What follows belongs to an exercise in optimizing a design on an open flow for small area; a production flow would make more cautious choices. Only simulation tests tie the RTL to the original design; equivalence was not proved. Power is estimated from default activity; no workload was simulated. The flow treats the clock pin as an ideal source, which a real chip does not have.

east:
==> module core_top, before the edit <==
module core_top
#(
    parameter logic [31:0] RESET_PC = 32'h0000_0000
) (
    input  logic        clk,
    input  logic        reset_i,
    output logic [31:0] pc_o,
    input  logic [31:0] inst_i,
    output logic        dmem_req_valid_o,
    input  logic        dmem_req_ready_i,
    output logic [64:0] dmem_req_o,
    input  logic [31:0] dmem_rdata_i,
    output logic        retire_valid_o,
    output logic [68:0] retire_o
);
    localparam logic [2:0] S_CLR  = 3'd0;
    localparam logic [2:0] S_EX   = 3'd1;
    localparam logic [2:0] S_MEM  = 3'd2;
    localparam logic [2:0] S_WAIT = 3'd3;
    localparam logic [2:0] S_PCU  = 3'd4;
    logic [2:0]  st_q;
    logic [4:0]  cnt_q;
    logic        c_q;         
    logic        tk_q;        
    logic [4:0]  rd_q;        
    logic [31:1] pc_q;        
    logic [31:0] addr_q;
    logic [31:0] wdata_q;
    logic        st_clr, st_ex, st_mem, st_wait, st_pcu;
    logic        last;
    logic [6:0]  opc;
    logic [2:0]  f3;
    logic        is_op, is_opimm, is_lui, is_load, is_store, is_br;
    logic        logic_op, sub;
    logic        t1, t2;
    logic        immb;
    logic        a, b;
    logic        cin, sum, cout;
    logic        lres, res;
    logic        tk_acc;
    logic        off, pc_a, pc_sum, pc_cout;
    logic        wbit;
    assign st_clr  = (st_q == S_CLR);
    assign st_ex   = (st_q == S_EX);
    assign st_mem  = (st_q == S_MEM);
    assign st_wait = (st_q == S_WAIT);
    assign st_pcu  = (st_q == S_PCU);
    assign last    = (cnt_q == 5'd31);
    assign opc      = inst_i[6:0];
    assign f3       = inst_i[14:12];
    assign is_op    = (opc == core_pkg::OP_OP);
    assign is_opimm = (opc == core_pkg::OP_OPIMM);
    assign is_lui   = (opc == core_pkg::OP_LUI);
    assign is_load  = (opc == core_pkg::OP_LOAD);
    assign is_store = (opc == core_pkg::OP_STORE);
    assign is_br    = (opc == core_pkg::OP_BRANCH);
    assign logic_op = is_op && (f3 == 3'b100 || f3 == 3'b110 || f3 == 3'b111);
    assign sub      = is_op && inst_i[30] && !logic_op;
    logic sb;
    assign sb = is_store || is_br;
    always_comb begin
        if (cnt_q >= 5'd12) begin
            immb = is_lui ? inst_i[cnt_q] : inst_i[31];
        end else if (is_lui) begin
            immb = 1'b0;
        end else begin
            case (cnt_q[3:0])
                4'd0:    immb = is_store ? inst_i[7] : (is_br ? 1'b0 : inst_i[20]);
                4'd1:    immb = sb ? inst_i[8]  : inst_i[21];
                4'd2:    immb = sb ? inst_i[9]  : inst_i[22];
                4'd3:    immb = sb ? inst_i[10] : inst_i[23];
                4'd4:    immb = sb ? inst_i[11] : inst_i[24];
                4'd5:    immb = inst_i[25];
                4'd6:    immb = inst_i[26];
                4'd7:    immb = inst_i[27];
                4'd8:    immb = inst_i[28];
                4'd9:    immb = inst_i[29];
                4'd10:   immb = inst_i[30];
                default: immb = is_br ? inst_i[7] : inst_i[31];
            endcase
        end
    end
    assign wbit = wdata_q[0] && !st_clr;
    reg_file reg_file_i (
        .clk       (clk),
        .clr_i     (st_clr),
        .wen_i     (st_pcu),
        .wrd_i     (rd_q),
        .wbit_i    (wbit),
        .rs1_i     (inst_i[19:15]),
        .rs2_i     (inst_i[24:20]),
        .rs1_bit_o (t1),
        .rs2_bit_o (t2)
    );
    assign a    = t1 && !(is_lui || is_br);
    assign b    = (is_op ? t2 : immb) ^ sub;
    assign cin  = (cnt_q == 5'd0) ? sub : c_q;
    assign sum  = a ^ b ^ cin;
    assign cout = (a & b) | (cin & (a ^ b));
    assign lres = f3[1] ? (f3[0] ? (t1 & t2) : (t1 | t2)) : (t1 ^ t2);
    assign res  = logic_op ? lres : sum;
    assign tk_acc = ((cnt_q == 5'd0) ? 1'b0 : tk_q) | (t1 ^ t2);
    assign off     = tk_q ? addr_q[0] : (cnt_q == 5'd2);
    assign pc_a    = (cnt_q == 5'd0) ? 1'b0 : pc_q[1];
    assign pc_sum  = pc_a ^ off ^ ((cnt_q == 5'd0) ? 1'b0 : c_q);
    assign pc_cout = (pc_a & off) | (((cnt_q == 5'd0) ? 1'b0 : c_q) & (pc_a ^ off));
    always_ff @(posedge clk) begin
        if (reset_i) begin
            st_q  <= S_CLR;
            cnt_q <= 5'd0;
        end else begin
            cnt_q <= cnt_q + 5'd1;
            case (st_q)
                S_CLR:   if (last) st_q <= S_EX;
                S_EX:    if (last) st_q <= (is_load || is_store) ? S_MEM : S_PCU;
                S_MEM:   if (dmem_req_ready_i) st_q <= last ? S_PCU : S_WAIT;
                S_WAIT:  if (last) st_q <= S_PCU;
                S_PCU:   if (last) st_q <= S_EX;
                default: st_q <= S_CLR;
            endcase
        end
    end
    always_ff @(posedge clk) begin
        c_q <= st_pcu ? pc_cout : cout;
    end
    always_ff @(posedge clk) begin
        if (st_ex) begin
            tk_q <= last ? (is_br && (tk_acc ^ (f3 == 3'b000))) : tk_acc;
            rd_q <= (is_op || is_opimm || is_lui || is_load) ? inst_i[11:7] : 5'd0;
        end
    end
    always_ff @(posedge clk) begin
        if (st_clr) begin
            pc_q <= {RESET_PC[cnt_q], pc_q[31:2]};
        end else if (st_pcu && cnt_q != 5'd0) begin
            pc_q <= {pc_sum, pc_q[31:2]};
        end
    end
    always_ff @(posedge clk) begin
        if (!st_mem) begin
            addr_q <= {sum, addr_q[31:1]};
        end
    end
    always_ff @(posedge clk) begin
        if (st_mem && dmem_req_ready_i) begin
            wdata_q <= dmem_rdata_i;
        end else if (!(st_mem || st_wait)) begin
            wdata_q <= {st_pcu ? wdata_q[0] : (is_store ? t2 : res), wdata_q[31:1]};
        end
    end
    assign pc_o             = {pc_q, 1'b0};
    assign dmem_req_valid_o = st_mem;
    assign dmem_req_o       = {addr_q, wdata_q, is_store};
    assign retire_valid_o   = st_pcu && (cnt_q == 5'd0);
    assign retire_o         = {pc_q, 1'b0, rd_q, wdata_q};
endmodule
==> flow/config.mk <==
export PLATFORM = sky130hd
export DESIGN_NAME = core_top
export DESIGN_NICKNAME = core_top
export VERILOG_FILES = /design/flow/design.v
export SDC_FILE = /design/flow/constraint.sdc
export NUM_CORES = 4
export LEC_CHECK = 0
export CAP_MARGIN = 20
export CORE_MARGIN = 2
export CORE_UTILIZATION = 40
export SLEW_MARGIN = 20
==> flow/constraint.sdc <==
create_clock -name core_clock -period 6.0 [get_ports {clk}]
set_input_delay 1.2000 -clock core_clock [delete_from_list [all_inputs] [get_ports {clk}]]
set_output_delay 1.2000 -clock core_clock [all_outputs]
set_load 0.01 [all_outputs]
standard.sh (not shown) runs the stock make flow with config.mk's settings and CLKGATE_MAP_FILE= SYNTH_SCRIPT=/design/flow/synth_recipe.tcl, a recipe that flattens the netlist after the stock synthesis.
==> flow/flow/run.sh <==
#!/bin/bash
# Standard layout, with the smallest buffer on the ports and larger clock-sink clusters.
set -euo pipefail
export BUFFER_PORTS_ARGS="-buffer_cell sky130_fd_sc_hd__buf_1"
export CTS_ARGS="-sink_clustering_enable -repair_clock_nets -sink_clustering_size 30 -sink_clustering_max_diameter 120 -dont_use_dummy_load"
bash standard.sh > flow_make.log 2>&1
east: flow completed, timing, DRC and antenna clean
## Diff of input files: north against east
==> flow/design.v, changed modules only <==
module core_top
#(
    parameter logic [31:0] RESET_PC = 32'h0000_0000
) (
    input  logic        clk,
    input  logic        reset_i,
    output logic [31:0] pc_o,
    input  logic [31:0] inst_i,
    output logic        dmem_req_valid_o,
    input  logic        dmem_req_ready_i,
    output logic [64:0] dmem_req_o,
    input  logic [31:0] dmem_rdata_i,
    output logic        retire_valid_o,
    output logic [68:0] retire_o
);
    localparam logic [2:0] S_CLR  = 3'd0;
    localparam logic [2:0] S_EX   = 3'd1;
    localparam logic [2:0] S_MEM  = 3'd2;
    localparam logic [2:0] S_WAIT = 3'd3;
    localparam logic [2:0] S_PCU  = 3'd4;
    logic [2:0]  st_q;
    logic [4:0]  cnt_q;
    logic        c_q;         
    logic        tk_q;        
    logic [4:0]  rd_q;
    logic        wb_q;        
    logic [31:1] pc_q;        
    logic [31:0] addr_q;
    logic [31:0] wdata_q;
    logic        st_clr, st_ex, st_mem, st_wait, st_pcu;
    logic        last;
    logic [6:0]  opc;
    logic [2:0]  f3;
    logic        is_op, is_opimm, is_lui, is_load, is_store, is_br;
    logic        logic_op, sub;
    logic        t1, t2;
    logic        immb;
    logic        a, b;
    logic        cin, sum, cout;
    logic        lres, res;
    logic        tk_acc;
    logic        off, pc_a, pc_sum, pc_cout;
    logic        wbit;
    assign st_clr  = (st_q == S_CLR);
    assign st_ex   = (st_q == S_EX);
    assign st_mem  = (st_q == S_MEM);
    assign st_wait = (st_q == S_WAIT);
    assign st_pcu  = (st_q == S_PCU);
    assign last    = (cnt_q == 5'd31);
    assign opc      = inst_i[6:0];
    assign f3       = inst_i[14:12];
    assign is_op    = (opc == core_pkg::OP_OP);
    assign is_opimm = (opc == core_pkg::OP_OPIMM);
    assign is_lui   = (opc == core_pkg::OP_LUI);
    assign is_load  = (opc == core_pkg::OP_LOAD);
    assign is_store = (opc == core_pkg::OP_STORE);
    assign is_br    = (opc == core_pkg::OP_BRANCH);
    assign logic_op = is_op && (f3 == 3'b100 || f3 == 3'b110 || f3 == 3'b111);
    assign sub      = is_op && inst_i[30] && !logic_op;
    always_comb begin
        if (is_lui) begin
            immb = (cnt_q >= 5'd12) ? inst_i[cnt_q] : 1'b0;
        end else if (cnt_q >= 5'd12) begin
            immb = inst_i[31];
        end else if (cnt_q == 5'd11) begin
            immb = is_br ? inst_i[7] : inst_i[31];
        end else if (cnt_q >= 5'd5) begin
            immb = inst_i[5'd20 + cnt_q];
        end else if (is_store || is_br) begin
            immb = (is_br && cnt_q == 5'd0) ? 1'b0 : inst_i[5'd7 + cnt_q];
        end else begin
            immb = inst_i[5'd20 + cnt_q];
        end
    end
    assign wbit = wdata_q[0] && !st_clr;
    reg_file reg_file_i (
        .clk       (clk),
        .clr_i     (st_clr),
        .wen_i     (st_pcu && wb_q),
        .wrd_i     (rd_q),
        .wbit_i    (wbit),
        .rs1_i     (inst_i[19:15]),
        .rs2_i     (inst_i[24:20]),
        .rs1_bit_o (t1),
        .rs2_bit_o (t2)
    );
    assign a    = t1 && !(is_lui || is_br);
    assign b    = (is_op ? t2 : immb) ^ sub;
    assign cin  = (cnt_q == 5'd0) ? sub : c_q;
    assign sum  = a ^ b ^ cin;
    assign cout = (a & b) | (cin & (a ^ b));
    assign lres = f3[1] ? (f3[0] ? (t1 & t2) : (t1 | t2)) : (t1 ^ t2);
    assign res  = logic_op ? lres : sum;
    assign tk_acc = ((cnt_q == 5'd0) ? 1'b0 : tk_q) | (t1 ^ t2);
    assign off     = tk_q ? addr_q[0] : (cnt_q == 5'd2);
    assign pc_a    = (cnt_q == 5'd0) ? 1'b0 : pc_q[1];
    assign pc_sum  = pc_a ^ off ^ ((cnt_q == 5'd0) ? 1'b0 : c_q);
    assign pc_cout = (pc_a & off) | (((cnt_q == 5'd0) ? 1'b0 : c_q) & (pc_a ^ off));
    always_ff @(posedge clk) begin
        if (reset_i) begin
            st_q  <= S_CLR;
            cnt_q <= 5'd0;
        end else begin
            cnt_q <= cnt_q + 5'd1;
            case (st_q)
                S_CLR:   if (last) st_q <= S_EX;
                S_EX:    if (last) st_q <= (is_load || is_store) ? S_MEM : S_PCU;
                S_MEM:   if (dmem_req_ready_i) st_q <= last ? S_PCU : S_WAIT;
                S_WAIT:  if (last) st_q <= S_PCU;
                S_PCU:   if (last) st_q <= S_EX;
                default: st_q <= S_CLR;
            endcase
        end
    end
    always_ff @(posedge clk) begin
        if (st_ex) begin
            c_q  <= cout;
            tk_q <= last ? (is_br && (tk_acc ^ (f3 == 3'b000))) : tk_acc;
            rd_q <= inst_i[11:7];
            wb_q <= is_op || is_opimm || is_lui || is_load;
        end else if (st_pcu) begin
            c_q <= pc_cout;
        end
    end
    always_ff @(posedge clk) begin
        if (st_clr) begin
            pc_q <= {RESET_PC[cnt_q], pc_q[31:2]};
        end else if (st_pcu && cnt_q != 5'd0) begin
            pc_q <= {pc_sum, pc_q[31:2]};
        end
    end
    always_ff @(posedge clk) begin
        if (!st_mem) begin
            addr_q <= {sum, addr_q[31:1]};
        end
    end
    always_ff @(posedge clk) begin
        if (st_mem && dmem_req_ready_i) begin
            wdata_q <= dmem_rdata_i;
        end else if (!(st_mem || st_wait)) begin
            wdata_q <= {st_pcu ? wdata_q[0] : (is_store ? t2 : res), wdata_q[31:1]};
        end
    end
    assign pc_o             = {pc_q, 1'b0};
    assign dmem_req_valid_o = st_mem;
    assign dmem_req_o       = {addr_q, wdata_q, !wb_q};
    assign retire_valid_o   = st_pcu && (cnt_q == 5'd0);
    assign retire_o         = {pc_q, 1'b0, (wb_q ? rd_q : 5'd0), wdata_q};
endmodule
Notes after the runs:
- Cmp east and north / post-layout total power / higher: north
- north against east: number of design-rule violations left by the first detailed-router iteration climbed 25%, cell area climbed 1.8%, relative area of clock buffers and inverters in the final design dropped 0.15 points.
- In the flow results for east and north, the part of the power in combinational logic is larger on north.
- Sequential share of layout area, east and north, higher one = east.

-- what the ideal ports hide --
No port has a modelled driver above. Below, the same layouts with a new extraction and two added sets of constraints.
Step 1, drivers: a clkbuf_16 drives clk and a buf_2 each remaining input, both assumed.
Step 2, shift: input delay + t, output delay - t, t = (earliest + latest rising clock arrival at the registers) / 2. This alone moves slack from input paths to output paths.
Slacks: ideal / step 1 / step 2; pairs: ideal / step 1.
run | t, ns | setup WS [ns] | worst slew at a driven data input, ns
east | 0.627 | 1.947 / 1.959 / 1.332 | 0.12
north | 0.635 | 1.865 / 1.888 / 1.253 | 0.12
After both steps every run listed still meets setup and hold. For east, which loses most, drivers alone change the setup slack by +0.012 ns; drivers and shift together by -0.615 ns.
